From an optimization exercise on the open Yosys and OpenROAD flow, aimed at small area and a short achievable clock period; shortcuts taken in it are not production practice.
Where RTL was checked, it was by simulation tests only, not by an equivalence proof against the original.
No functional check of the RTL was part of run 6.

## design/flow/design.v

```verilog
module md_unit #(
    parameter int MUL_LAT = 5,
    parameter int DIV_LAT = 10
) (
    input  logic        clk,
    input  logic        resetn,
    input  logic        start,
    input  logic        valid,
    input  logic [2:0]  op,
    input  logic [31:0] A,
    input  logic [31:0] B,
    output logic        busy,
    output logic [31:0] HI,
    output logic [31:0] LO
);
    logic        busy_q;
    logic [3:0]  cnt_q;
    logic        isdiv_q;    
    logic        sgn_q;      
    logic        first_q;    
    logic        last_q;     
    logic        ybit_q;     
    logic        negq_q;     
    logic        negr_q;     
    logic        sb_q;       
    logic [31:0] hi_q, lo_q;
    logic [31:0] m_q;        
    logic [31:0] sh_q;       
    logic [34:0] acc_q;      
    logic fire, last;
    assign fire = start & valid & ~busy_q;
    assign last = busy_q & last_q;
    function automatic logic [35:0] rca35(input logic [34:0] a, input logic [34:0] b,
                                          input logic ci);
        logic c;
        logic [35:0] o;
        c = ci;
        for (int j = 0; j < 35; j++) begin
            o[j] = a[j] ^ b[j] ^ c;
            c    = (a[j] & b[j]) | (c & (a[j] ^ b[j]));
        end
        o[35] = c;
        rca35 = o;
    endfunction
    function automatic logic [36:0] bk_carry(input logic [35:0] g_in, input logic [35:0] p_in,
                                             input logic ci);
        logic [35:0] g, p;
        logic [36:0] c;
        g = g_in; p = p_in;
        g[0] = g[0] | (p[0] & ci);
        for (int l = 0; l < 6; l++)
            for (int j = 0; j < 36; j++)
                if ((j % (2 << l)) == (2 << l) - 1) begin
                    g[j] = g[j] | (p[j] & g[j - (1 << l)]);
                    p[j] = p[j] & p[j - (1 << l)];
                end
        for (int l = 4; l >= 0; l--)
            for (int j = 0; j < 36; j++)
                if (j >= (3 << l) - 1 && ((j + 1) % (2 << l)) == (1 << l)) begin
                    g[j] = g[j] | (p[j] & g[j - (1 << l)]);
                    p[j] = p[j] & p[j - (1 << l)];
                end
        c[0] = ci;
        for (int j = 0; j < 36; j++) c[j+1] = g[j];
        bk_carry = c;
    endfunction
    function automatic logic [31:0] cneg(input logic [31:0] x, input logic n);
        logic m;
        logic [31:0] o;
        m = 1'b0;
        for (int j = 0; j < 32; j++) begin
            o[j] = x[j] ^ m;
            m    = m | (n & x[j]);
        end
        cneg = o;
    endfunction
    logic [34:0] mx, mx2;
    assign mx  = {{3{sb_q}}, m_q};
    assign mx2 = {mx[33:0], 1'b0};
    function automatic logic [35:0] brow(input logic [34:0] acc, input logic [2:0] dig,
                                         input logic [34:0] x1, input logic [34:0] x2);
        logic one, two, neg;
        logic [34:0] pp;
        one = dig[0] ^ dig[1];
        two = (dig == 3'b011) | (dig == 3'b100);
        neg = dig[2] & ~(dig[1] & dig[0]);
        pp  = ((x1 & {35{one}}) | (x2 & {35{two}})) ^ {35{neg}};
        brow = rca35(acc, pp, neg);
    endfunction
    logic [34:0] macc [0:4];
    logic [31:0] msh  [0:4];
    logic        myb  [0:4];
    logic [35:0] mfix;
    always_comb begin
        macc[0] = acc_q;
        msh[0]  = sh_q;
        myb[0]  = ybit_q;
        mfix    = '0;
        for (int k = 0; k < 4; k++) begin
            logic [35:0] s;
            logic [2:0]  dig;
            dig = {msh[k][1:0], myb[k]};
            if (k == 0 && last_q)
                dig = {2'b00, ~sgn_q & ybit_q};
            s         = brow(macc[k], dig, mx, mx2);
            if (k == 0)
                mfix = s;
            macc[k+1] = {{2{s[34]}}, s[34:2]};
            msh[k+1]  = {s[1:0], msh[k][31:2]};
            myb[k+1]  = msh[k][1];
        end
    end
    logic        sa, sb;
    logic [31:0] absa;
    logic [32:0] dneg;       
    logic        dcin;
    assign sa   = sgn_q & sh_q[31];
    assign sb   = sb_q;
    assign absa = cneg(sh_q, sa);
    assign dneg = {1'b1, m_q};
    assign dcin = ~sb;
    logic top1, dz, d1, d2, d3;
    assign top1 = &m_q[31:2];
    assign dz = top1 & ~sb & (m_q[1:0] == 2'd3);
    assign d1 = top1 & (m_q[1:0] == (sb ? 2'd3 : 2'd2));
    assign d2 = top1 & (m_q[1:0] == (sb ? 2'd2 : 2'd1));
    assign d3 = top1 & (m_q[1:0] == (sb ? 2'd1 : 2'd0));
    logic       q31, q30;
    logic       r1;
    logic [1:0] rr2, r2;
    always_comb begin
        q31 = dz | (d1 & absa[31]);
        r1  = absa[31] & ~d1;
        rr2 = {r1, absa[30]};
        q30 = dz | (d1 & (rr2 >= 2'd1)) | (d2 & (rr2 >= 2'd2)) | (d3 & (rr2 == 2'd3));
        r2  = dz ? rr2 : d1 ? (rr2 - 2'd1) & {2{q30}} | rr2 & {2{~q30}} :
              d2 ? (q30 ? rr2 - 2'd2 : rr2) : d3 ? (q30 ? 2'd0 : rr2) : rr2;
    end
    logic [31:0] drem [0:3];
    logic [2:0]  dq;
    logic [2:0]  dbit;
    assign drem[0] = acc_q[31:0] | {30'd0, r2 & {2{first_q}}};
    assign dbit    = first_q ? absa[29:27] : sh_q[31:29];
    always_comb begin
        for (int k = 0; k < 3; k++) begin
            logic [32:0] rr;
            logic [33:0] t;
            logic [36:0] cy;
            rr        = {drem[k], dbit[2-k]};
            cy        = bk_carry({3'd0, rr & dneg}, {3'd0, rr ^ dneg}, dcin);
            t         = {cy[33], rr ^ dneg ^ cy[32:0]};
            dq[2-k]   = t[33];
            drem[k+1] = t[33] ? t[31:0] : rr[31:0];
        end
    end
    logic [31:0] quo;
    assign quo = {sh_q[28:0], dq};
    logic [31:0] res_hi, res_lo;
    always_comb begin
        if (isdiv_q) begin
            res_hi = cneg(drem[3], negr_q);
            res_lo = cneg(quo, negq_q);
        end else begin
            res_hi = mfix[31:0];
            res_lo = sh_q;
        end
    end
    always_ff @(posedge clk or negedge resetn) begin
        if (!resetn) begin
            busy_q <= 1'b0;
            hi_q   <= '0;
            lo_q   <= '0;
        end else begin
            if (fire & ~op[2])
                busy_q <= 1'b1;
            else if (last)
                busy_q <= 1'b0;
            if (last) begin
                hi_q <= res_hi;
                lo_q <= res_lo;
            end else if (fire & (op == 3'd4)) begin
                hi_q <= A;
            end else if (fire & (op == 3'd5)) begin
                lo_q <= A;
            end
        end
    end
    always_ff @(posedge clk) begin
        if (!busy_q) begin
            cnt_q   <= op[1] ? 4'd9 : 4'd4;
            isdiv_q <= op[1];
            sgn_q   <= ~op[0];
            first_q <= 1'b1;
            last_q  <= 1'b0;
            m_q     <= B ^ {32{op[1] & ~(~op[0] & B[31])}};
            sb_q    <= ~op[0] & B[31];
            sh_q    <= A;
            acc_q   <= '0;
            ybit_q  <= 1'b0;
        end else begin
            cnt_q   <= cnt_q - 4'd1;
            first_q <= 1'b0;
            last_q  <= (cnt_q == 4'd1);
            if (first_q) begin
                negq_q <= (sa ^ sb) & ~dz;
                negr_q <= sa;
            end
            if (!isdiv_q) begin
                acc_q  <= macc[4];
                sh_q   <= msh[4];
                ybit_q <= myb[4];
            end else begin
                acc_q <= {3'd0, drem[3]};
                sh_q  <= first_q ? {absa[26:0], q31, q30, dq} : {sh_q[28:0], dq};
            end
        end
    end
    assign busy = busy_q;
    assign HI   = hi_q;
    assign LO   = lo_q;
endmodule
```

## design/flow/flow/run.sh

```bash
#!/bin/bash
set -euo pipefail
cat >> config.mk <<'EOF'
export BUFFER_PORTS_ARGS = -buffer_cell sky130_fd_sc_hd__buf_1
export CTS_ARGS = -sink_clustering_enable -repair_clock_nets -dont_use_dummy_load
EOF
bash standard.sh > standard.log 2>&1
```

## design/flow/standard.sh

```bash
#!/bin/bash
# synth_recipe.tcl (not shown) runs the flow's synth.tcl, then flattens the netlist and writes it again
# the make line also repeats each setting of config.mk as NAME=value (left out here)
make -C /OpenROAD-flow-scripts/flow DESIGN_CONFIG=/design/flow/config.mk WORK_HOME=/design/flow/orfs CLKGATE_MAP_FILE= SYNTH_SCRIPT=/design/flow/synth_recipe.tcl "${@:-finish}"
```

## design/flow/config.mk

```make
export PLATFORM = sky130hd
export DESIGN_NAME = md_unit
export DESIGN_NICKNAME = md_unit
export VERILOG_FILES = /design/flow/design.v
export SDC_FILE = /design/flow/constraint.sdc
export NUM_CORES = 4
export LEC_CHECK = 0
export ABC_AREA = 1
export CAP_MARGIN = 60
export CORE_MARGIN = 2
export CORE_UTILIZATION = 65
export CTS_CLUSTER_SIZE = 60
export PLACE_DENSITY = 0.75
export SLEW_MARGIN = 60
export BUFFER_PORTS_ARGS = -buffer_cell sky130_fd_sc_hd__buf_1
export CTS_ARGS = -sink_clustering_enable -repair_clock_nets -dont_use_dummy_load
```

## design/flow/constraint.sdc

```tcl
create_clock -name core_clock -period 110.0 [get_ports {clk}]
set_input_delay 22.0000 -clock core_clock [delete_from_list [all_inputs] [get_ports {clk}]]
set_output_delay 22.0000 -clock core_clock [all_outputs]
set_load 0.01 [all_outputs]
```

==> run_results.csv, run 1 <==
group,metric,value,unit
sta,finalSetupViolCount,0,
sta,worst_pin_slew,0.652,ns
layout,area_growth,6.54,%
min_path,whs_path_depth,1,
clock_network,cts_buffers,17,
clock_network,post-cts-setup-buffers,0,
yosys,synthMuxAreaShare,0.197,%
yosys,yosysSeqAreaShare,20.6,%
yosys,synth_top_family_by_area,"adder cells",
sta,report.final.slew_viol_count,0,
clock_network,holdBufCountCts,0,
floorplanning,rows,64,
sta,rsz0062_at_grt,"no",
yosys,synth_xor_area_share,10.7,%
clock_network,cts_root_buf,"clkbuf_16",
drt,avgRoutedWirePerCell,22.8,µm
drt,wl_met3,7440,µm
sta,post-route-period-util,21.1,%
layout,nFillCells,2599,
yosys,netlist_instances,2573,
sta,finalClockSkew,0.0295,ns
run,max_cap_violations,0,
min_path,worstHoldStart,"cnt_q[3]",
sta,timing.hold.ws,0.435,ns
yosys,yosysUniqueCellTypes,56,
yosys,synthArstFlopShare,37.4,%
layout,multi_input_area,14500,µm²
clock_network,cts-resized-gates,0,
outcome,outcome,"finished clean",
yosys,yosysTopAreaCell,"fa_1",
yosys,synth_edf_count,37,
critical_path,endpoint_kind,"flip-flop",
sta,min_period,23.22,ns
drt,route.vias.total,19561,
yosys,yosysMostFrequentCell,"nand2_1",
yosys,synth_area_leaders,"fa_1 (18%), dfrtp_1 (8.0%), xor2_1 (7.5%)",
placement,place_congestion,1.02,
drt,routed_wl,69100,µm
yosys,syn_area_per_cell,7.90,µm²
floorplanning,initial_core_util,66.3,%
global_route,grt_pass1_wl,109000,µm
yosys,netlist_top_cells_count,"nand2_1 (393), inv_1 (292), o21ai_0 (214)",
global_route,grt-ovfl-total,0,
drt,top_layer,"met5",
floorplanning,core,30700,µm²
layout,final_layout_size_suffix_gt1_share,6.24,%
yosys,ys.flop_type,"dfxtp_1",
yosys,synthesis.area,20300,µm²
critical_path,arrival,23.63,ns
placement,hpwl,51500,µm
placement,port_buffers,135,
critical_path,crit_fanout,28,
clock_network,insertion_delay,0.47,ns
layout,final_nets,2990,
yosys,synthesis.nets,2931,
global_route,grt.total_usage,42.9,%
yosys,synthAdderAreaFrac,24.4,%
critical_path,crit_required,110.41,ns
critical_path,r2r-end,"acc_q[31]",
sta,hold_violations,0,
layout,fin_util,70.6,%
global_route,grt_max_degree,70,
min_path,holdPathEnd,"last_q",
clock_network,cts_max_level,4,
yosys,yosysWarnings,5,
drt,dr_wl_met2,31600,µm
critical_path,crit_type,"input port to flip-flop",
floorplanning,io-pin-count,136,
critical_path,ff2ff_setup_slack,88.15,ns
floorplanning,die_h,181,µm
critical_path,reg2reg_depth,54,
yosys,synth_compound_area_share,19.0,%
floorplanning,dieArea,32700,µm²
sta,setup_tns,0,ns
sta,slew_headroom,56.1,%
drt,ant_nets,0,
clock_network,cts.sinks,174,
yosys,synth.top_cell.area_share,18.0,%
clock_network,ctsLongestPathBuffers,2,
sta,fmax,0.0431,GHz
yosys,synth-simple-area-share,16.7,%
drt,drt_iter0_drc,2374,
drt,drt-met1-wl,25700,µm
yosys,synth-seq-cells,174,
clock_network,cts_tree,"done",
clock_network,cts.clk_slew.worst_paths,0.08,ns
min_path,hp-class,"flip-flop to flip-flop",
drt,routed_via_density,6.46,
global_route,grt_pass1_vias,19334,
layout,seqCellArea,4180,µm²
drt,dr.pass1.iters,6,
drt,drc_errors,0,
critical_path,reg2reg_from,"sh_q[0]",
critical_path,critPathLaunchType,"input port",
floorplanning,fp.dieW,181,µm
global_route,antenna_found_initial,5,
==> worst max path at each step <==
stage               cells past startpoint       end  slack (ns)  start
floorplan                               8  hi_q[29]       86.85  start
global placement                       11  hi_q[31]       85.51  start
detailed placement                     10  hi_q[31]       86.15  op[1]
CTS                                     8  hi_q[11]       86.62  op[1]
global route                           10  hi_q[31]       86.63  op[1]
finish                                 10  hi_q[31]       86.78  op[1]
==> routing by layer <==
layer	GRT usage, %	vias to the layer above
li1	-	8723
met1	53.1	9307
met2	68.0	1248
met3	11.5	277
met4	24.3	6
met5	0	-
==> cell usage in the layout (no fill, tap or decap), drive strengths merged, types with 71 or more instances in the layout <==
master  synthesis  final
fa            183    183
xor2          176    176
o22ai         134    134
xnor2          71     71
ha            104    104
nor2          171    171
inv           302    303
nand3          77     77
a21oi         187    187
o21ai         220    220
nand2         400    400
buf            28    173
dfxtp          72     72
==> critical path: stages <==
cell     delay (ns)
buf_1          0.14
inv_1          0.10
nand4_1        0.09
buf_4          0.24
nand2_4        0.25
inv_2          0.47
nand2_1        0.09
o21ai_0        0.10
inv_1          0.06
nand2_1        0.06
==> registers in the layout, indices dropped and copies added (netlist names) <==
register  cells
cnt_q         4
ybit_q        1
last_q        1
sgn_q         1
sb_q          1
first_q       1
m_q          32
busy_q        1
acc_q        33
lo_q         32
negq_q        1
sh_q         32
isdiv_q       1
hi_q         32
negr_q        1
==> area by class of cell <==
type / count / share of cell area [%]
Multi-Input combinational cell: 1948 / 67.0
Sequential cell: 174 / 19.3
Inverter: 317 / 5.55
Timing Repair Buffer: 174 / 3.86
Tap cell: 396 / 2.29
Clock buffer: 17 / 1.96
Antenna cell: 2 / 0.0231
==> per-stage QoR <==
stage | area (µm²) | setup slack (ns) | cells
after floorplan | 20300 | 86.85 | 2573
after global placement | 21100 | 85.51 | 3004
after detailed placement | 21200 | 86.15 | 3007
after CTS | 21600 | 86.62 | 3024
after global routing | 21700 | 86.63 | 3026
final | 21700 | 86.78 | 3028
==> cells by family after synthesis <==
| family | after synthesis |
|---|---|
| AOI/OAI and AO/OA | 675 |
| xor gates and xnor gates | 247 |
| adders and majority gates | 287 |
| buffers and inverters | 451 |
| DFF | 174 |
| muxes | 4 |
| and+or+nand+nor | 735 |
==> run 2: changes to the inputs <==
--- a/design/flow/config.mk
+++ b/design/flow/config.mk
@@ -11,3 +11,3 @@
 export CORE_UTILIZATION = 65
-export CTS_CLUSTER_SIZE = 60
+export CTS_CLUSTER_SIZE = 30
 export PLACE_DENSITY = 0.75
==> run_results.csv, run 2 <==
group,metric,value,unit
sta,slew_headroom,56.1,%
critical_path,crit_fanout,28,
yosys,synth_edf_count,37,
min_path,hp-class,"flip-flop to flip-flop",
yosys,synth-seq-cells,174,
placement,hpwl,51500,µm
yosys,syn_area_per_cell,7.90,µm²
sta,hold_violations,0,
layout,layout_common_cells,"nand2_1 (389), inv_1 (288), o21ai_0 (202)",
global_route,grt_pass1_vias,19334,
critical_path,crit_chain,"buf_1, inv_1, nand4_1, buf_4, nand2_4, inv_2, nand2_1, o21ai_0, inv_1, nand2_1",
sta,finalClockSkew,0.0295,ns
floorplanning,die_h,181,µm
drt,routed_via_density,6.46,
yosys,yosysTopAreaCell,"fa_1",
critical_path,critical-path-slowest-cell,"inv_2",
layout,top_register,"acc_q",
layout,area_growth,6.54,%
layout,nFillCells,2599,
sta,setup_ws,86.78,ns
global_route,antenna_found_initial,5,
critical_path,crit_type,"input port to flip-flop",
yosys,synthArstFlopShare,37.4,%
yosys,synth.top_cell.area_share,18.0,%
yosys,yosysWarnings,5,
sta,post-route-period-util,21.1,%
critical_path,crit_required,110.41,ns
clock_network,ctsLongestPathBuffers,2,
layout,final_nets,2990,
critical_path,endpoint_kind,"flip-flop",
clock_network,insertion_delay,0.47,ns
floorplanning,dieArea,32700,µm²
sta,fmax,0.0431,GHz
sta,rsz0062_at_grt,"no",
floorplanning,io-pin-count,136,
floorplanning,rows,64,
sta,timing.hold.ws,0.435,ns
yosys,netlist_instances,2573,
yosys,synth_area_leaders,"fa_1 (18%), dfrtp_1 (8.0%), xor2_1 (7.5%)",
global_route,grt.total_usage,42.9,%
placement,place_congestion,1.02,
sta,min_period,23.22,ns
yosys,yosysUniqueCellTypes,56,
layout,final_layout_size_suffix_gt1_share,6.24,%
layout,largest_reg_flops,33,
drt,drc_errors,0,
clock_network,cts_tree,"done",
clock_network,cts_buffers,17,
clock_network,cts.sinks,174,
drt,drt_iter0_drc,2374,
drt,avgRoutedWirePerCell,22.8,µm
yosys,ys.flop_type,"dfxtp_1",
sta,setup_tns,0,ns
drt,route.vias.total,19561,
clock_network,cts_max_level,4,
yosys,yosysMostFrequentCell,"nand2_1",
sta,finalSetupViolCount,0,
clock_network,cts-resized-gates,0,
drt,dr.pass1.iters,6,
critical_path,critPathLaunchType,"input port",
clock_network,cts_root_buf,"clkbuf_16",
clock_network,post-cts-setup-buffers,0,
yosys,netlist_top_cells_count,"nand2_1 (393), inv_1 (292), o21ai_0 (214)",
floorplanning,fp.dieW,181,µm
clock_network,cts.clk_slew.worst_paths,0.08,ns
drt,ant_nets,0,
global_route,grt-ovfl-total,0,
yosys,yosysSeqAreaShare,20.6,%
yosys,synthesis.nets,2931,
sta,worst_pin_slew,0.652,ns
floorplanning,initial_core_util,66.3,%
placement,dp_slack,86.15,ns
drt,routed_wl,69100,µm
outcome,outcome,"finished clean",
layout,final_common_cell,"nand2_1",
global_route,grt_max_degree,70,
global_route,grt_pass1_wl,109000,µm
critical_path,critPathMaxStageDelay,0.47,ns
yosys,synthesis.area,20300,µm²
critical_path,arrival,23.63,ns
floorplanning,core,30700,µm²
clock_network,holdBufCountCts,0,
run,max_cap_violations,0,
placement,port_buffers,135,
sta,report.final.slew_viol_count,0,
## run 2: cell counts in the layout (fill, tap and decap cells not counted)
No cell type changed its count.
## run 2: critical path: cells and delay by family
kind	cells	cell delay, ns
compound gates	1	0.10
buf+inv	5	1.01
simple gates	4	0.49
## run 2: area by class of cell
type                       count  area, µm²  share of cell area (%)
tap                          396        495                    2.29
sequential                   174       4180                    19.3
timing repair buffer         174        837                    3.86
antenna                        2       5.00                  0.0231
clock buffer                  17        425                    1.96
inverter                     317       1200                    5.55
multi-input combinational   1948      14500                    67.0
## run 2: kinds of logic (layout without fill, tap and decap cells)
logic type	count (synthesis)	in the layout	share of synthesized area, %
AND/OR/NAND/NOR	735	735	16.7
other	0	2	0
XOR/XNOR	247	247	10.7
multiplexers	4	4	0.197
buffers and inverters	451	508	8.44
adder cells (fa/ha/maj)	287	287	24.4
AO/OA/AOI/OAI	675	675	19.0
flip-flops	174	174	20.6
## run 2: stage by stage
stage	utilization [%]	instance area, µm²	std cells
after detailed placement	69.0	21200	3007
final	70.6	21700	3028
after floorplan	-	20300	2573
after global placement	68.8	21100	3004
after global routing	70.6	21700	3026
after CTS	70.4	21600	3024
## run 2: final timing paths
| check | start | endpoint | slack (ns) | cells past startpoint |
|---|---|---|---|---|
| max in group asynchronous | resetn | hi_q[28] | 88.04 | 3 |
| hold reg to reg | cnt_q[3] | last_q | 0.44 | 1 |
| setup reg to reg | sh_q[0] | acc_q[31] | 88.15 | 54 |
| min in group asynchronous | resetn | busy_q | 21.46 | 2 |
| hold / removal | cnt_q[3] | last_q | 0.44 | 1 |
| setup / recovery | op[1] | hi_q[31] | 86.78 | 10 |
## run 2: metal layers
metal	GRT usage, %	wire (µm)	share of wire (%)	up-vias
li1	-	-	-	8723
met3	11.5	7440	11	277
met1	53.1	25700	37	9307
met5	0	39	0.056	-
met4	24.3	4380	6.3	6
met2	68.0	31600	46	1248
==> run 3: changes to the inputs <==
--- a/design/flow/config.mk
+++ b/design/flow/config.mk
@@ -11,3 +11,2 @@
 export CORE_UTILIZATION = 65
-export CTS_CLUSTER_SIZE = 30
 export PLACE_DENSITY = 0.75
==> run_results.csv, run 3 <==
group,metric,value,unit
drt,routed_via_density,6.46,
clock_network,insertion_delay,0.47,ns
layout,top_register,"acc_q",
yosys,synth-simple-area-share,16.7,%
sta,hold_violations,0,
placement,place_congestion,1.02,
yosys,yosysWarnings,5,
drt,drc_errors,0,
yosys,synth.top_cell.area_share,18.0,%
critical_path,critical-path-slowest-cell,"inv_2",
sta,report.final.slew_viol_count,0,
clock_network,cts-resized-gates,0,
min_path,worstHoldStart,"cnt_q[3]",
sta,post-route-period-util,21.1,%
critical_path,endpoint_kind,"flip-flop",
floorplanning,io-pin-count,136,
yosys,synthesis.area,20300,µm²
critical_path,critPathLaunchType,"input port",
sta,timing.hold.ws,0.435,ns
critical_path,crit_type,"input port to flip-flop",
clock_network,cts.sinks,174,
run,max_cap_violations,0,
layout,nFillCells,2599,
layout,layout_common_cells,"nand2_1 (389), inv_1 (288), o21ai_0 (202)",
sta,setup_tns,0,ns
layout,final_nets,2990,
critical_path,critPathLaunch,"op[1]",
global_route,antenna_found_initial,5,
yosys,ys.flop_type,"dfxtp_1",
clock_network,cts.clk_slew.worst_paths,0.08,ns
placement,port_buffers,135,
clock_network,cts_buffers,17,
drt,dr.pass1.iters,6,
critical_path,critical_path_buf_inv_count,5,
sta,rsz0062_at_grt,"no",
drt,route.vias.total,19561,
drt,routed_wl,69100,µm
layout,area_growth,6.54,%
yosys,yosysTopAreaCell,"fa_1",
sta,finalSetupViolCount,0,
floorplanning,initial_core_util,66.3,%
layout,multi_input_area,14500,µm²
floorplanning,fp.dieW,181,µm
layout,fin_util,70.6,%
floorplanning,dieArea,32700,µm²
layout,final_common_cell,"nand2_1",
sta,finalClockSkew,0.0295,ns
layout,seqCellArea,4180,µm²
yosys,synthesis.nets,2931,
critical_path,crit_chain,"buf_1, inv_1, nand4_1, buf_4, nand2_4, inv_2, nand2_1, o21ai_0, inv_1, nand2_1",
yosys,netlist_instances,2573,
sta,worst_pin_slew,0.652,ns
critical_path,crit_required,110.41,ns
yosys,synth_area_leaders,"fa_1 (18%), dfrtp_1 (8.0%), xor2_1 (7.5%)",
critical_path,arrival,23.63,ns
placement,hpwl,51500,µm
global_route,grt-ovfl-total,0,
yosys,synth_top_family_by_area,"adder cells",
outcome,outcome,"finished clean",
floorplanning,die_h,181,µm
drt,avgRoutedWirePerCell,22.8,µm
yosys,synthArstFlopShare,37.4,%
clock_network,ctsLongestPathBuffers,2,
critical_path,crit_fanout,28,
sta,fmax,0.0431,GHz
yosys,yosysSeqAreaShare,20.6,%
floorplanning,rows,64,
yosys,synthMuxAreaShare,0.197,%
yosys,syn_area_per_cell,7.90,µm²
clock_network,post-cts-setup-buffers,0,
yosys,yosysUniqueCellTypes,56,
critical_path,critPathMaxStageDelay,0.47,ns
yosys,synth_compound_area_share,19.0,%
drt,drt_iter0_drc,2374,
critical_path,reg2reg_from,"sh_q[0]",
clock_network,cts_max_level,4,
yosys,synth_xor_area_share,10.7,%
layout,final_layout_size_suffix_gt1_share,6.24,%
clock_network,cts_root_buf,"clkbuf_16",
placement,dp_slack,86.15,ns
yosys,synth_edf_count,37,
global_route,grt_pass1_wl,109000,µm
sta,setup_ws,86.78,ns
critical_path,worst_path_dominant_cell_family,"buffers and inverters",
yosys,yosysMostFrequentCell,"nand2_1",
global_route,grt_max_degree,70,
clock_network,holdBufCountCts,0,
yosys,synth-seq-cells,174,
global_route,grt.total_usage,42.9,%
yosys,synthAdderAreaFrac,24.4,%
global_route,grt_pass1_vias,19334,
min_path,hp-class,"flip-flop to flip-flop",
sta,slew_headroom,56.1,%
clock_network,cts_tree,"done",
drt,ant_nets,0,
layout,largest_reg_flops,33,
sta,min_period,23.22,ns
yosys,netlist_top_cells_count,"nand2_1 (393), inv_1 (292), o21ai_0 (214)",
floorplanning,core,30700,µm²
==> run 3: cell counts after synthesis <==
Identical to the previous run, type by type.
==> run 3: metal layers <==
layer	vias to the layer above	part of all wire, %	track usage (%)
li1	8723	-	-
met1	9307	37	53.1
met2	1248	46	68.0
met3	277	11	11.5
met4	6	6.3	24.3
met5	-	0.056	0
==> run 3: path summary, 6_finish.rpt <==
path,end,cells past startpoint,slack [ns]
min in group asynchronous,busy_q,2,21.46
setup reg to reg,acc_q[31],54,88.15
hold / removal,last_q,1,0.44
hold reg to reg,last_q,1,0.44
setup / recovery,hi_q[31],10,86.78
max in group asynchronous,hi_q[28],3,88.04
==> run 3: cell type report <==
cell class / count / area share, %
well taps: 396 / 2.29
clock buffers: 17 / 1.96
multi-input cells: 1948 / 67.0
repair buffers: 174 / 3.86
inverters: 317 / 5.55
flip-flops and latches: 174 / 19.3
diodes: 2 / 0.0231
==> run 3: logic make-up (layout without fill, tap and decap cells) <==
| kind of cell | count (synthesis) | after routing |
|---|---|---|
| xor+xnor | 247 | 247 |
| flops | 174 | 174 |
| buf+inv | 451 | 508 |
| other cells | 0 | 2 |
| compound gates | 675 | 675 |
| mux | 4 | 4 |
| simple gates | 735 | 735 |
| fa+ha+maj | 287 | 287 |
==> run 3: stage by stage <==
stage	instances	instance area (µm²)
6_report	3028	21700
5_1_grt	3026	21700
4_1_cts	3024	21600
3_3_place_gp	3004	21100
3_5_place_dp	3007	21200
2_1_floorplan	2573	20300
==> run 4: changes to the inputs <==
--- a/design/flow/config.mk
+++ b/design/flow/config.mk
@@ -10,4 +10,4 @@
 export CORE_MARGIN = 2
-export CORE_UTILIZATION = 65
-export PLACE_DENSITY = 0.75
+export CORE_UTILIZATION = 70
+export PLACE_DENSITY = 0.8
 export SLEW_MARGIN = 60
==> run_results.csv, run 4 <==
group,metric,value,unit
floorplanning,die_h,174,µm
layout,final_nets,2994,
drt,avgRoutedWirePerCell,22.5,µm
yosys,yosysSeqAreaShare,20.6,%
clock_network,post-cts-setup-buffers,0,
yosys,synthesis.area,20300,µm²
global_route,grt_max_degree,66,
global_route,met1_usage,55.6,%
clock_network,cts_tree,"done",
sta,finalClockSkew,0.0313,ns
yosys,synth_edf_count,37,
yosys,yosysMostFrequentCell,"nand2_1",
outcome,outcome,"finished clean",
yosys,synth.top_cell.area_share,18.0,%
yosys,yosysWarnings,5,
critical_path,crit_fanout,28,
yosys,yosysUniqueCellTypes,56,
global_route,grt.total_usage,45.2,%
critical_path,crit_type,"input port to flip-flop",
placement,port_buffers,135,
global_route,grt_pass1_vias,19429,
yosys,syn_area_per_cell,7.90,µm²
global_route,grt-ovfl-total,0,
drt,drc_errors,0,
drt,dr.pass1.iters,8,
yosys,yosysTopAreaCell,"fa_1",
yosys,synthArstFlopShare,37.4,%
layout,seqCellArea,4180,µm²
yosys,synth_area_leaders,"fa_1 (18%), dfrtp_1 (8.0%), xor2_1 (7.5%)",
floorplanning,io-pin-count,136,
clock_network,ctsLongestPathBuffers,2,
floorplanning,rows,62,
floorplanning,fp.dieW,174,µm
yosys,ys.flop_type,"dfxtp_1",
run,max_cap_violations,0,
layout,n_antenna_cell,0,
sta,setup_ws,86.29,ns
clock_network,cts_max_level,4,
layout,final_layout_size_suffix_gt1_share,6.34,%
layout,multi_input_area,14500,µm²
layout,largest_reg_flops,33,
min_path,hp-class,"flip-flop to flip-flop",
layout,area_growth,6.54,%
sta,hold_violations,0,
sta,slew_headroom,58.2,%
sta,worst_pin_slew,0.627,ns
clock_network,cts.clk_slew.worst_paths,0.07,ns
sta,report.final.slew_viol_count,0,
yosys,netlist_top_cells_count,"nand2_1 (393), inv_1 (292), o21ai_0 (214)",
clock_network,cts_buffers,17,
placement,place_congestion,1.03,
sta,fmax,0.0422,GHz
yosys,netlist_instances,2573,
sta,min_period,23.71,ns
global_route,met3_usage,10.5,%
drt,drt_iter0_drc,2059,
global_route,grt_pass1_wl,106000,µm
clock_network,holdBufCountCts,0,
global_route,antenna_found_initial,1,
layout,layout_common_cells,"nand2_1 (389), inv_1 (288), o21ai_0 (201)",
layout,final_common_cell,"nand2_1",
global_route,grt_use_met2,71.3,%
sta,finalSetupViolCount,0,
yosys,synthesis.nets,2931,
drt,route.vias.total,19763,
floorplanning,dieArea,30400,µm²
critical_path,critPathLaunchType,"input port",
sta,timing.hold.ws,0.419,ns
floorplanning,initial_core_util,71.0,%
placement,dp_slack,85.93,ns
clock_network,cts_root_buf,"clkbuf_16",
placement,hpwl,50500,µm
clock_network,cts-resized-gates,0,
drt,routed_wl,68000,µm
drt,ant_nets,0,
critical_path,endpoint_kind,"flip-flop",
critical_path,arrival,24.10,ns
floorplanning,core,28600,µm²
clock_network,cts.sinks,174,
yosys,synth-seq-cells,174,
critical_path,crit_required,110.39,ns
drt,routed_via_density,6.55,
layout,nFillCells,2169,
global_route,busiest_layer,"met2",
clock_network,insertion_delay,0.46,ns
sta,rsz0062_at_grt,"no",
layout,top_register,"acc_q",
sta,setup_tns,0,ns
sta,post-route-period-util,21.6,%
-- run 4: cell count changes in the layout (fill, tap and decap cells not counted), moves of 2 or more --
cell     delta
buf_2       +2
diode_2     -2
buf_4       +4
inv_4       -2
-- run 4: final timing paths --
kind | startpoint | end | slack, ns | cells after the start
setup / recovery | op[1] | hi_q[31] | 86.29 | 11
hold / removal | cnt_q[3] | last_q | 0.42 | 1
setup reg to reg | sh_q[0] | acc_q[31] | 88.22 | 54
hold reg to reg | cnt_q[3] | last_q | 0.42 | 1
max in group asynchronous | resetn | lo_q[31] | 88.00 | 2
min in group asynchronous | resetn | hi_q[6] | 21.60 | 2
-- run 4: final cells by class --
cell class                      instances  area share [%]
Clock buffer                           17            1.96
Inverter                              317            5.52
Multi-Input combinational cell       1948            67.1
Sequential cell                       174            19.3
Tap cell                              384            2.22
Timing Repair Buffer                  178            3.94
-- run 4: metrics by stage --
stage               util, %  std cells  instance area, µm²
floorplan                 -       2573               20300
global placement       73.7       2992               21100
detailed placement     74.0       2997               21200
CTS                    75.5       3014               21600
global route           75.7       3018               21700
finish                 75.7       3018               21700
-- run 4: logic make-up (layout without fill, tap and decap cells) --
kind of cell	after synthesis	in the layout	synth area share (%)
DFF	174	174	20.6
xor gates and xnor gates	247	247	10.7
and+or+nand+nor	735	735	16.7
muxes	4	4	0.197
buffers and inverters	451	512	8.44
AOI/OAI and AO/OA	675	675	19.0
adders and majority gates	287	287	24.4
-- run 4: routing by layer --
metal / vias up / routed length [µm]
met5: - / 0
met4: 0 / 5230
met3: 354 / 7990
met2: 1443 / 30500
met1: 9247 / 24300
li1: 8719 / -
-- run 4: critical path, stage by stage --
cell and delay, ns:
buf_1 0.24, inv_1 0.14, nand4_1 0.22, buf_2 0.28, buf_4 0.21, nand2_4 0.22
inv_2 0.49, nand2_1 0.09, o21ai_0 0.09, inv_1 0.06, nand2_1 0.06
==> run 5: changes to the inputs <==
--- a/design/flow/config.mk
+++ b/design/flow/config.mk
@@ -8,7 +8,7 @@
 export ABC_AREA = 1
-export CAP_MARGIN = 60
+export CAP_MARGIN = 65
 export CORE_MARGIN = 2
-export CORE_UTILIZATION = 70
-export PLACE_DENSITY = 0.8
-export SLEW_MARGIN = 60
+export CORE_UTILIZATION = 65
+export PLACE_DENSITY = 0.75
+export SLEW_MARGIN = 65
 export BUFFER_PORTS_ARGS = -buffer_cell sky130_fd_sc_hd__buf_1
==> run_results.csv, run 5 <==
group,metric,value,unit
global_route,antenna_found_initial,2,
yosys,synth_area_leaders,"fa_1 (18%), dfrtp_1 (8.0%), xor2_1 (7.5%)",
sta,slew_headroom,61.2,%
min_path,holdPathEnd,"last_q",
layout,final_layout_size_suffix_gt1_share,6.56,%
drt,drc_errors,0,
min_path,hp-class,"flip-flop to flip-flop",
global_route,met1_usage,53.6,%
critical_path,critPathLaunchType,"input port",
global_route,grt.total_usage,42.5,%
global_route,grt-ovfl-total,0,
placement,hpwl,51800,µm
critical_path,crit_required,110.42,ns
clock_network,cts_tree,"done",
clock_network,cts.sinks,174,
yosys,yosysSeqAreaShare,20.6,%
clock_network,cts.clk_slew.worst_paths,0.08,ns
yosys,synth.top_cell.area_share,18.0,%
global_route,busiest_layer,"met2",
layout,layout_common_cells,"nand2_1 (387), inv_1 (288), o21ai_0 (186)",
yosys,yosysMostFrequentCell,"nand2_1",
yosys,syn_area_per_cell,7.90,µm²
sta,setup_ws,86.76,ns
critical_path,reg2reg_depth,55,
clock_network,cts_max_level,4,
yosys,synthesis.nets,2931,
critical_path,crit_type,"input port to flip-flop",
global_route,grt_use_met2,68.2,%
layout,area_growth,7.09,%
layout,top_register,"acc_q",
sta,rsz0062_at_grt,"no",
yosys,yosysWarnings,5,
sta,worst_pin_slew,0.575,ns
global_route,grt_pass1_vias,19364,
sta,finalClockSkew,0.0326,ns
critical_path,ff2ff_setup_slack,88.24,ns
drt,ant_nets,0,
clock_network,cts-resized-gates,0,
yosys,yosysTopAreaCell,"fa_1",
floorplanning,io-pin-count,136,
critical_path,crit_fanout,28,
critical_path,arrival,23.66,ns
floorplanning,core,30700,µm²
yosys,netlist_instances,2573,
clock_network,insertion_delay,0.48,ns
drt,routed_wl,68900,µm
yosys,ys.flop_type,"dfxtp_1",
layout,final_nets,2996,
drt,avgRoutedWirePerCell,22.7,µm
layout,final_common_cell,"nand2_1",
run,max_cap_violations,0,
yosys,yosysUniqueCellTypes,56,
critical_path,r2r-end,"acc_q[31]",
floorplanning,dieArea,32700,µm²
floorplanning,initial_core_util,66.3,%
yosys,netlist_top_cells_count,"nand2_1 (393), inv_1 (292), o21ai_0 (214)",
placement,place_congestion,1.02,
yosys,synthesis.area,20300,µm²
floorplanning,rows,64,
placement,dp_slack,86.36,ns
clock_network,ctsLongestPathBuffers,2,
drt,drt_iter0_drc,2228,
outcome,outcome,"finished clean",
yosys,synth-seq-cells,174,
sta,post-route-period-util,21.1,%
critical_path,reg2reg_from,"sh_q[0]",
sta,setup_tns,0,ns
clock_network,cts_root_buf,"clkbuf_16",
min_path,whs_path_depth,1,
drt,dr.pass1.iters,6,
clock_network,post-cts-setup-buffers,0,
yosys,synth_edf_count,37,
sta,timing.hold.ws,0.434,ns
global_route,grt_pass1_wl,108000,µm
sta,min_period,23.24,ns
global_route,grt_max_degree,70,
placement,port_buffers,135,
sta,fmax,0.0430,GHz
layout,nFillCells,2549,
clock_network,cts_buffers,17,
clock_network,holdBufCountCts,0,
sta,finalSetupViolCount,0,
yosys,synthArstFlopShare,37.4,%
sta,report.final.slew_viol_count,0,
sta,hold_violations,0,
critical_path,endpoint_kind,"flip-flop",
drt,routed_via_density,6.45,
floorplanning,fp.dieW,181,µm
drt,route.vias.total,19580,
layout,largest_reg_flops,33,
min_path,worstHoldStart,"cnt_q[3]",
floorplanning,die_h,181,µm
global_route,met3_usage,8.45,%
[run 5: cell counts after synthesis]
Identical to the previous run, type by type.
[run 5: worst max path at each step]
stage           from  endpoint  slack, ns  cells after the start
6_report       op[1]  hi_q[31]      86.76                     10
5_1_grt        op[1]  hi_q[31]      86.64                     10
4_1_cts        op[1]  hi_q[31]      86.84                     10
3_5_place_dp   op[1]  hi_q[31]      86.36                     10
3_3_place_gp   start  hi_q[31]      85.51                     11
2_1_floorplan  start  hi_q[29]      86.85                      8
[run 5: critical path, cell delays in order]
cell	delay, ns
buf_1	0.13
inv_1	0.10
nand4_1	0.10
buf_4	0.26
nand2_4	0.27
inv_2	0.47
nand2_1	0.08
o21ai_0	0.10
inv_1	0.06
nand2_1	0.06
[run 5: metrics by stage]
| step | instances | utilization (%) | area, µm² |
|---|---|---|---|
| floorplan | 2573 | - | 20300 |
| global placement | 3004 | 68.8 | 21100 |
| detailed placement | 3013 | 69.4 | 21300 |
| CTS | 3030 | 70.7 | 21700 |
| global route | 3032 | 71.0 | 21800 |
| finish | 3034 | 71.0 | 21800 |
[run 5: logic make-up after synthesis]
logic type	synth area share, %
compound gates	19.0
xor+xnor	10.7
fa+ha+maj	24.4
buf+inv	8.44
flops	20.6
mux	0.197
simple gates	16.7
[run 5: area by class of cell]
class	count	area, µm²	share of cell area [%]
Timing Repair Buffer	180	932	4.28
Multi-Input combinational cell	1948	14500	66.7
Sequential cell	174	4180	19.2
Antenna cell	2	5.00	0.0230
Clock buffer	17	425	1.95
Inverter	317	1210	5.55
Tap cell	396	495	2.28
[run 5: metal layers]
metal | share of wire (%) | vias up
met5 | 0.016 | -
met4 | 6.8 | 2
met3 | 10 | 280
met2 | 46 | 1266
met1 | 37 | 9308
li1 | - | 8724
==> run 6: changes to the inputs <==
--- a/design/flow/design.v
+++ b/design/flow/design.v
@@ -24,2 +24,3 @@
     logic        negr_q;     
+    logic        q31_q, q30_q;  
     logic        sb_q;       
@@ -118,3 +119,3 @@
     assign sb   = sb_q;
-    assign absa = cneg(sh_q, sa);
+    assign absa = cneg(sh_q, sa & first_q);    
     assign dneg = {1'b1, m_q};
@@ -142,3 +143,3 @@
     assign drem[0] = acc_q[31:0] | {30'd0, r2 & {2{first_q}}};
-    assign dbit    = first_q ? absa[29:27] : sh_q[31:29];
+    assign dbit    = absa[29:27];
     always_comb begin
@@ -156,3 +157,3 @@
     logic [31:0] quo;
-    assign quo = {sh_q[28:0], dq};
+    assign quo = {q31_q, q30_q, sh_q[26:0], dq};
     logic [31:0] res_hi, res_lo;
@@ -206,2 +207,4 @@
                 negr_q <= sa;
+                q31_q  <= q31;
+                q30_q  <= q30;
             end
@@ -213,3 +216,3 @@
                 acc_q <= {3'd0, drem[3]};
-                sh_q  <= first_q ? {absa[26:0], q31, q30, dq} : {sh_q[28:0], dq};
+                sh_q  <= {absa[28:0], dq};
             end
--- a/design/flow/config.mk
+++ b/design/flow/config.mk
@@ -8,3 +8,3 @@
 export ABC_AREA = 1
-export CAP_MARGIN = 65
+export CAP_MARGIN = 60
 export CORE_MARGIN = 2
@@ -12,3 +12,3 @@
 export PLACE_DENSITY = 0.75
-export SLEW_MARGIN = 65
+export SLEW_MARGIN = 60
 export BUFFER_PORTS_ARGS = -buffer_cell sky130_fd_sc_hd__buf_1
==> run_results.csv, run 6 <==
group,metric,value,unit
outcome,outcome,"finished clean",
yosys,netlist_instances,2532,
sta,report.final.slew_viol_count,0,
sta,timing.hold.ws,0.448,ns
yosys,ys.flop_type,"dfxtp_1",
drt,routed_via_density,6.30,
drt,ant_nets,0,
yosys,yosysTopAreaCell,"fa_1",
floorplanning,die_h,180,µm
placement,place_congestion,0.949,
drt,route.vias.total,18861,
drt,avgRoutedWirePerCell,21.2,µm
clock_network,cts-resized-gates,0,
min_path,hp-class,"flip-flop to flip-flop",
floorplanning,core,30600,µm²
clock_network,post-cts-setup-buffers,0,
clock_network,cts.clk_slew.worst_paths,0.07,ns
floorplanning,fp.dieW,180,µm
yosys,synth_area_leaders,"fa_1 (18%), dfrtp_1 (8.1%), xor2_1 (7.3%)",
global_route,grt_pass1_vias,18362,
yosys,synth-seq-cells,176,
critical_path,crit_required,110.34,ns
drt,routed_wl,63600,µm
critical_path,critPathLaunchType,"input port",
sta,finalSetupViolCount,0,
yosys,yosysMostFrequentCell,"nand2_1",
floorplanning,rows,64,
yosys,yosysWarnings,5,
placement,hpwl,47100,µm
layout,largest_reg_flops,33,
sta,hold_violations,0,
clock_network,cts_max_level,4,
yosys,synth.top_cell.area_share,18.2,%
layout,final_common_cell,"nand2_1",
layout,top_register,"acc_q",
clock_network,cts.sinks,176,
run,max_cap_violations,0,
layout,final_layout_size_suffix_gt1_share,6.36,%
yosys,synthArstFlopShare,36.9,%
layout,multi_input_area,14300,µm²
yosys,yosysSeqAreaShare,21.0,%
layout,final_nets,2953,
drt,dr.pass1.iters,7,
critical_path,crit_type,"input port to flip-flop",
sta,setup_ws,86.52,ns
global_route,grt_pass1_wl,101000,µm
sta,setup_tns,0,ns
floorplanning,io-pin-count,136,
global_route,grt-ovfl-total,0,
global_route,grt.total_usage,39.4,%
yosys,syn_area_per_cell,7.97,µm²
yosys,synthesis.area,20200,µm²
yosys,netlist_top_cells_count,"nand2_1 (384), inv_1 (285), o21ai_0 (201)",
yosys,yosysUniqueCellTypes,59,
drt,drc_errors,0,
critical_path,endpoint_kind,"flip-flop",
clock_network,holdBufCountCts,0,
yosys,synthesis.nets,2890,
floorplanning,dieArea,32500,µm²
layout,nFillCells,2584,
clock_network,ctsLongestPathBuffers,2,
sta,min_period,23.48,ns
global_route,antenna_found_initial,2,
floorplanning,initial_core_util,65.9,%
sta,fmax,0.0426,GHz
yosys,synth_edf_count,39,
critical_path,crit_fanout,30,
clock_network,cts_root_buf,"clkbuf_16",
placement,port_buffers,135,
critical_path,arrival,23.82,ns
layout,layout_common_cells,"nand2_1 (379), inv_1 (282), o21ai_0 (191)",
clock_network,cts_tree,"done",
sta,post-route-period-util,21.3,%
clock_network,cts_buffers,17,
sta,worst_pin_slew,0.668,ns
drt,drt_iter0_drc,1797,
sta,finalClockSkew,0.0247,ns
layout,seqCellArea,4240,µm²
placement,dp_slack,85.79,ns
layout,area_growth,6.71,%
global_route,grt_max_degree,73,
sta,rsz0062_at_grt,"no",
clock_network,insertion_delay,0.46,ns
sta,slew_headroom,55.0,%
run 6: changes by cell type after synthesis, sizes merged, moves of 9 or more:
cell	previous run	this run
nand2	400	391
buf	28	18
o21ai	220	208
a21oi	187	147
nand3	77	125
o211ai	49	30
run 6: area by class of cell:
type / count / area share, %
sequential: 176 / 19.7
antenna: 3 / 0.0349
multi-input combinational: 1916 / 66.6
inverter: 310 / 5.45
timing repair buffer: 174 / 3.92
tap: 396 / 2.30
clock buffer: 17 / 1.98
run 6: final timing paths:
kind,startpoint,cells after the start,to,slack (ns)
setup / recovery,op[1],9,hi_q[31],86.52
hold / removal,cnt_q[3],1,last_q,0.45
setup reg to reg,sh_q[0],54,acc_q[31],87.93
hold reg to reg,cnt_q[3],1,last_q,0.45
max in group asynchronous,resetn,2,lo_q[18],88.02
min in group asynchronous,resetn,2,hi_q[16],21.60
run 6: layer usage:
metal | up-vias | part of all wire [%] | GRT usage [%] | routed length [µm]
met2 | 999 | 47 | 65.3 | 29900
met5 | - | 0 | 0 | 0
li1 | 8588 | - | - | -
met1 | 9094 | 39 | 50.0 | 24800
met4 | 0 | 5.1 | 18.9 | 3270
met3 | 180 | 8.9 | 7.19 | 5640
run 6: kinds of logic after synthesis:
family          after synthesis  share of synthesized area, %
xor+xnor                    240                          10.4
flops                       176                          21.0
fa+ha+maj                   287                          24.6
compound gates              619                          17.8
buf+inv                     440                          8.21
simple gates                766                          17.7
mux                           4                         0.199
run 6: worst max-delay path, stage by stage:
cell and delay, ns:
buf_1 0.13, nor3b_1 0.34, nand2_2 0.33, nand2_4 0.39, inv_2 0.30, nand2_1 0.11, o21ai_0 0.08, inv_1 0.07
nand2_1 0.05
run 6: per-stage QoR:
stage	instance area (µm²)	utilization, %	instances
final	21500	70.4	2992
after floorplan	20200	-	2532
after detailed placement	21000	68.8	2970
after global routing	21500	70.3	2989
after CTS	21500	70.2	2987
after global placement	21000	68.5	2964
==> run 7: changes to the inputs <==
--- a/design/flow/design.v
+++ b/design/flow/design.v
@@ -159,11 +159,4 @@
     logic [31:0] res_hi, res_lo;
-    always_comb begin
-        if (isdiv_q) begin
-            res_hi = cneg(drem[3], negr_q);
-            res_lo = cneg(quo, negq_q);
-        end else begin
-            res_hi = mfix[31:0];
-            res_lo = sh_q;
-        end
-    end
+    assign res_hi = cneg(isdiv_q ? drem[3] : mfix[31:0], negr_q);
+    assign res_lo = cneg(isdiv_q ? quo : sh_q, negq_q);
     always_ff @(posedge clk or negedge resetn) begin
@@ -205,4 +198,4 @@
             if (first_q) begin
-                negq_q <= (sa ^ sb) & ~dz;
-                negr_q <= sa;
+                negq_q <= (sa ^ sb) & ~dz & isdiv_q;
+                negr_q <= sa & isdiv_q;
                 q31_q  <= q31;
--- a/design/flow/config.mk
+++ b/design/flow/config.mk
@@ -8,3 +8,3 @@
 export ABC_AREA = 1
-export CAP_MARGIN = 60
+export CAP_MARGIN = 50
 export CORE_MARGIN = 2
@@ -12,3 +12,3 @@
 export PLACE_DENSITY = 0.75
-export SLEW_MARGIN = 60
+export SLEW_MARGIN = 50
 export BUFFER_PORTS_ARGS = -buffer_cell sky130_fd_sc_hd__buf_1
==> run_results.csv, run 7 <==
group,metric,value,unit
drt,avgRoutedWirePerCell,21.9,µm
critical_path,critPathLaunchType,"input port",
clock_network,cts_tree,"done",
drt,dr.pass1.iters,6,
yosys,ys.flop_type,"dfxtp_1",
global_route,grt_pass1_vias,18055,
global_route,grt-ovfl-total,0,
floorplanning,initial_core_util,65.4,%
sta,finalSetupViolCount,0,
clock_network,insertion_delay,0.46,ns
sta,timing.hold.ws,0.446,ns
global_route,antenna_found_initial,0,
clock_network,post-cts-setup-buffers,0,
sta,hold_violations,0,
drt,ant_nets,0,
yosys,yosysTopAreaCell,"fa_1",
placement,dp_cells,2934,
clock_network,cts_buffers,17,
yosys,netlist_instances,2500,
layout,nFillCells,2627,
run,max_cap_violations,0,
sta,setup_tns,0,ns
clock_network,ctsLongestPathBuffers,2,
yosys,synth_edf_count,39,
yosys,synth-seq-cells,176,
drt,routed_wl,64700,µm
min_path,hp-class,"flip-flop to flip-flop",
placement,port_buffers,135,
critical_path,arrival,24.57,ns
floorplanning,rows,64,
yosys,syn_area_per_cell,7.95,µm²
global_route,grt_pass1_wl,100000,µm
clock_network,cts.clk_slew.worst_paths,0.07,ns
drt,routed_via_density,6.40,
critical_path,crit_type,"input port to flip-flop",
layout,n_antenna_cell,0,
global_route,grt_max_degree,95,
drt,drc_errors,0,
yosys,synthArstFlopShare,36.9,%
yosys,yosysUniqueCellTypes,69,
sta,slew_headroom,50.1,%
floorplanning,core,30300,µm²
yosys,synth.top_cell.area_share,18.4,%
yosys,synthesis.nets,2858,
placement,hpwl,48800,µm
layout,top_register,"acc_q",
clock_network,cts_max_level,4,
critical_path,crit_fanout,47,
sta,rsz0062_at_grt,"no",
layout,final_common_cell,"nand2_1",
layout,area_growth,6.21,%
sta,finalClockSkew,0.0215,ns
drt,drt_iter0_drc,1975,
outcome,outcome,"finished clean",
sta,post-route-period-util,22.1,%
clock_network,cts.sinks,176,
layout,layout_common_cells,"nand2_1 (354), inv_1 (255), nor2_1 (219)",
floorplanning,io-pin-count,136,
yosys,yosysSeqAreaShare,21.3,%
clock_network,cts_root_buf,"clkbuf_16",
floorplanning,die_h,179,µm
floorplanning,fp.dieW,179,µm
drt,route.vias.total,18897,
sta,min_period,24.26,ns
clock_network,holdBufCountCts,0,
yosys,yosysMostFrequentCell,"nand2_1",
floorplanning,dieArea,32000,µm²
sta,fmax,0.0412,GHz
layout,final_layout_size_suffix_gt1_share,5.17,%
layout,largest_reg_flops,33,
layout,instances_no_fill,2951,
critical_path,endpoint_kind,"flip-flop",
placement,place_congestion,0.994,
yosys,synthesis.area,19900,µm²
yosys,synth_area_leaders,"fa_1 (18%), dfrtp_1 (8.2%), dfxtp_1 (7.3%)",
sta,worst_pin_slew,0.743,ns
clock_network,cts-resized-gates,0,
global_route,grt.total_usage,41.5,%
yosys,netlist_top_cells_count,"nand2_1 (355), inv_1 (257), nor2_1 (222)",
layout,final_nets,2915,
yosys,yosysWarnings,5,
sta,report.final.slew_viol_count,0,
critical_path,crit_required,110.32,ns
run 7: cell count changes after synthesis, sizes merged, moves of 12 or more:
cell and delta:
inv -31, xor2 -21, o22ai +12, or2 -22, nor3 +17, nor2 +74
nand2 -21, nand3 -18, clkbuf -17, buf +13, o21ai -48
run 7: path summary, 6_finish.rpt:
path	startpoint	to	slack (ns)	depth (start not counted)
setup / recovery	valid	lo_q[16]	85.74	9
hold / removal	cnt_q[3]	last_q	0.45	1
setup reg to reg	last_q	acc_q[31]	88.05	53
hold reg to reg	cnt_q[3]	last_q	0.45	1
max in group asynchronous	resetn	hi_q[7]	87.94	2
min in group asynchronous	resetn	lo_q[26]	21.64	2
run 7: critical path, stage by stage:
cell	delay, ns
buf_1	0.07
nand3_1	0.09
nor3b_1	0.47
nand2_1	0.41
o21ai_0	0.35
clkinv_1	0.49
buf_4	0.43
nor2_1	0.18
a31oi_1	0.07
run 7: per-layer routing:
layer | share of wire [%] | vias to the layer above | track usage (%)
li1 | - | 8568 | -
met5 | 0 | - | 0
met2 | 45 | 1049 | 65.2
met3 | 9.3 | 238 | 8.14
met4 | 6.9 | 0 | 26.2
met1 | 39 | 9042 | 52.7
run 7: cells by family after synthesis:
logic type / count (synthesis) / share of synthesized area (%)
xor gates and xnor gates: 215 / 9.48
muxes: 4 / 0.202
AOI/OAI and AO/OA: 599 / 18.0
DFF: 176 / 21.3
adders and majority gates: 287 / 25.0
buffers and inverters: 411 / 7.85
and+or+nand+nor: 808 / 18.1
run 7: stage by stage:
step | cell area [µm²] | setup WS, ns | utilization, %
4_1_cts | 21100 | 85.74 | 69.5
3_3_place_gp | 20600 | 85.36 | 68.0
5_1_grt | 21100 | 85.53 | 69.5
2_1_floorplan | 19900 | 86.66 | -
6_report | 21100 | 85.74 | 69.5
3_5_place_dp | 20700 | 85.26 | 68.1
run 7: layout make-up:
cell class,count,area [µm²],area share [%]
well taps,396,495,2.35
multi-input cells,1913,14100,66.9
repair buffers,164,741,3.51
clock buffers,17,425,2.02
flip-flops and latches,176,4240,20.1
inverters,285,1070,5.09
==> run 8: changes to the inputs <==
--- a/design/flow/config.mk
+++ b/design/flow/config.mk
@@ -8,3 +8,3 @@
 export ABC_AREA = 1
-export CAP_MARGIN = 50
+export CAP_MARGIN = 60
 export CORE_MARGIN = 2
@@ -12,3 +12,3 @@
 export PLACE_DENSITY = 0.75
-export SLEW_MARGIN = 50
+export SLEW_MARGIN = 60
 export BUFFER_PORTS_ARGS = -buffer_cell sky130_fd_sc_hd__buf_1
==> run_results.csv, run 8 <==
group,metric,value,unit
outcome,outcome,"finished clean",
layout,layout_common_cells,"nand2_1 (354), inv_1 (253), nor2_1 (219)",
sta,finalSetupViolCount,0,
clock_network,insertion_delay,0.47,ns
sta,setup_tns,0,ns
placement,dp_cells,2934,
clock_network,post-cts-setup-buffers,0,
placement,port_buffers,135,
critical_path,critical-path-slowest-cell,"clkinv_1",
global_route,grt-ovfl-total,0,
floorplanning,rows,64,
yosys,synth_edf_count,39,
global_route,met1_usage,52.4,%
layout,area_growth,6.56,%
layout,final_common_cell,"nand2_1",
drt,ant_nets,0,
global_route,grt_max_degree,95,
critical_path,ff2ff_setup_slack,88.06,ns
global_route,met3_usage,8.27,%
critical_path,critical_path_buf_inv_count,3,
critical_path,crit_chain,"buf_1, nand3_1, nor3b_1, nand2_1, o21ai_0, clkinv_1, buf_4, nor2_1, a31oi_1",
min_path,worstHoldStart,"cnt_q[3]",
sta,fmax,0.0411,GHz
clock_network,holdBufCountCts,0,
yosys,synthesis.area,19900,µm²
clock_network,cts_buffers,17,
clock_network,cts.clk_slew.worst_paths,0.08,ns
clock_network,ctsLongestPathBuffers,2,
yosys,yosysMostFrequentCell,"nand2_1",
placement,hpwl,48800,µm
critical_path,endpoint_kind,"flip-flop",
yosys,ys.flop_type,"dfxtp_1",
critical_path,critPathMaxStageDelay,0.51,ns
yosys,synthesis.nets,2858,
sta,rsz0062_at_grt,"no",
critical_path,reg2reg_from,"last_q",
drt,route.vias.total,18863,
run,max_cap_violations,0,
global_route,antenna_found_initial,0,
yosys,synth.top_cell.area_share,18.4,%
floorplanning,core,30300,µm²
sta,finalClockSkew,0.0220,ns
yosys,yosysWarnings,5,
critical_path,arrival,24.65,ns
floorplanning,io-pin-count,136,
yosys,netlist_top_cells_count,"nand2_1 (355), inv_1 (257), nor2_1 (222)",
global_route,busiest_layer,"met2",
sta,post-route-period-util,22.1,%
clock_network,cts_max_level,4,
critical_path,crit_required,110.33,ns
global_route,grt.total_usage,41.3,%
global_route,grt_use_met2,65.3,%
sta,min_period,24.32,ns
yosys,syn_area_per_cell,7.95,µm²
placement,place_congestion,0.994,
floorplanning,dieArea,32000,µm²
sta,report.final.slew_viol_count,0,
min_path,whs_path_depth,1,
drt,avgRoutedWirePerCell,21.9,µm
clock_network,cts-resized-gates,0,
drt,drc_errors,0,
critical_path,crit_type,"input port to flip-flop",
min_path,hp-class,"flip-flop to flip-flop",
drt,routed_wl,64600,µm
drt,drt_iter0_drc,1933,
clock_network,cts.sinks,176,
sta,hold_violations,0,
floorplanning,initial_core_util,65.4,%
critical_path,crit_fanout,47,
layout,fin_util,69.7,%
sta,worst_pin_slew,0.631,ns
critical_path,critPathLaunchType,"input port",
layout,top_register,"acc_q",
layout,final_nets,2917,
global_route,grt_pass1_vias,18013,
critical_path,worst_path_dominant_cell_family,"simple AND/OR/NAND/NOR gates",
layout,fin_area,21200,µm²
drt,routed_via_density,6.39,
yosys,synth-seq-cells,176,
critical_path,r2r-end,"acc_q[31]",
drt,dr.pass1.iters,7,
layout,final_layout_size_suffix_gt1_share,5.44,%
layout,instances_no_fill,2953,
clock_network,cts_root_buf,"clkbuf_16",
yosys,synth_area_leaders,"fa_1 (18%), dfrtp_1 (8.2%), dfxtp_1 (7.3%)",
layout,largest_reg_flops,33,
clock_network,cts_tree,"done",
sta,slew_headroom,57.9,%
placement,placement.cell_area,20700,µm²
global_route,grt_pass1_wl,99900,µm
min_path,holdPathEnd,"last_q",
yosys,yosysUniqueCellTypes,69,
floorplanning,die_h,179,µm
floorplanning,fp.dieW,179,µm
yosys,yosysSeqAreaShare,21.3,%
layout,n_antenna_cell,0,
yosys,synthArstFlopShare,36.9,%
critical_path,reg2reg_depth,53,
yosys,yosysTopAreaCell,"fa_1",
yosys,netlist_instances,2500,
run 8: cell counts after synthesis:
No cell type changed its count.
run 8: how the worst max path moves through the flow:
stage | from | to | slack (ns) | depth (start not counted)
4_1_cts | start | lo_q[28] | 85.72 | 9
2_1_floorplan | start | hi_q[17] | 86.66 | 7
3_5_place_dp | start | lo_q[12] | 85.27 | 9
6_report | start | lo_q[12] | 85.68 | 9
5_1_grt | valid | lo_q[28] | 85.53 | 9
3_3_place_gp | start | lo_q[13] | 85.36 | 9
run 8: layout make-up:
class / count / area (µm²)
fillers: 2622 / 9180
inverters: 285 / 1080
clock buffers: 17 / 425
multi-input cells: 1913 / 14100
repair buffers: 166 / 792
flip-flops and latches: 176 / 4240
well taps: 396 / 495
run 8: layer usage:
layer,up-vias,wire (µm)
met4,0,4220
met1,9094,25000
li1,8568,-
met2,997,29500
met5,-,0
met3,204,5870
run 8: per-stage QoR:
step / worst slack, ns / hold WS, ns
after floorplan: 86.66 / 0.409
after global placement: 85.36 / 0.428
after detailed placement: 85.27 / 0.447
after CTS: 85.72 / 0.452
after global routing: 85.53 / 0.473
final: 85.68 / 0.444
run 8: cells by family (layout without fill, tap and decap cells):
kind of cell / after synthesis / in the layout / synth area share [%]
fa+ha+maj: 287 / 287 / 25.0
flops: 176 / 176 / 21.3
simple gates: 808 / 808 / 18.1
compound gates: 599 / 599 / 18.0
xor+xnor: 215 / 215 / 9.48
buf+inv: 411 / 468 / 7.85
mux: 4 / 4 / 0.202

-- separate check: timing with driven ports --
The flow's constraints put no driver on any port. The routed layouts listed below were extracted and timed again, unchanged, in two steps. Step 1, drivers: a clkbuf_16 drives clk and a buf_2 each remaining input, both assumed. Step 2, shift: input delay + t, output delay - t, t = (earliest + latest rising clock arrival at the registers) / 2. This alone moves slack from input paths to output paths. Slacks: ideal ports / drivers / drivers and shift; pairs: ideal ports / drivers.
run | t, ns | setup slack, ns | hold slack, ns | worst setup path after step 2 | cell pins on the clock port's net
run 1 | 0.510 | 86.780 / 86.817 / 86.307 | 0.435 / 0.435 / 0.435 | input to register | 1
run 2 | 0.510 | 86.780 / 86.817 / 86.307 | 0.435 / 0.435 / 0.435 | input to register | 1
run 3 | 0.510 | 86.780 / 86.817 / 86.307 | 0.435 / 0.435 / 0.435 | input to register | 1
run 4 | 0.497 | 86.287 / 86.318 / 85.820 | 0.419 / 0.419 / 0.419 | input to register | 1
run 5 | 0.516 | 86.764 / 86.796 / 86.281 | 0.434 / 0.434 / 0.434 | input to register | 1
run 6 | 0.499 | 86.516 / 86.546 / 86.046 | 0.448 / 0.448 / 0.448 | input to register | 1
run 7 | 0.508 | 85.741 / 85.759 / 85.251 | 0.446 / 0.446 / 0.446 | input to register | 1
run 8 | 0.510 | 85.681 / 85.714 / 85.204 | 0.444 / 0.444 / 0.444 | input to register | 1
After both steps every run listed still meets setup and hold. For run 7, which loses most, drivers alone change the setup slack by +0.018 ns; drivers and shift together by -0.490 ns.
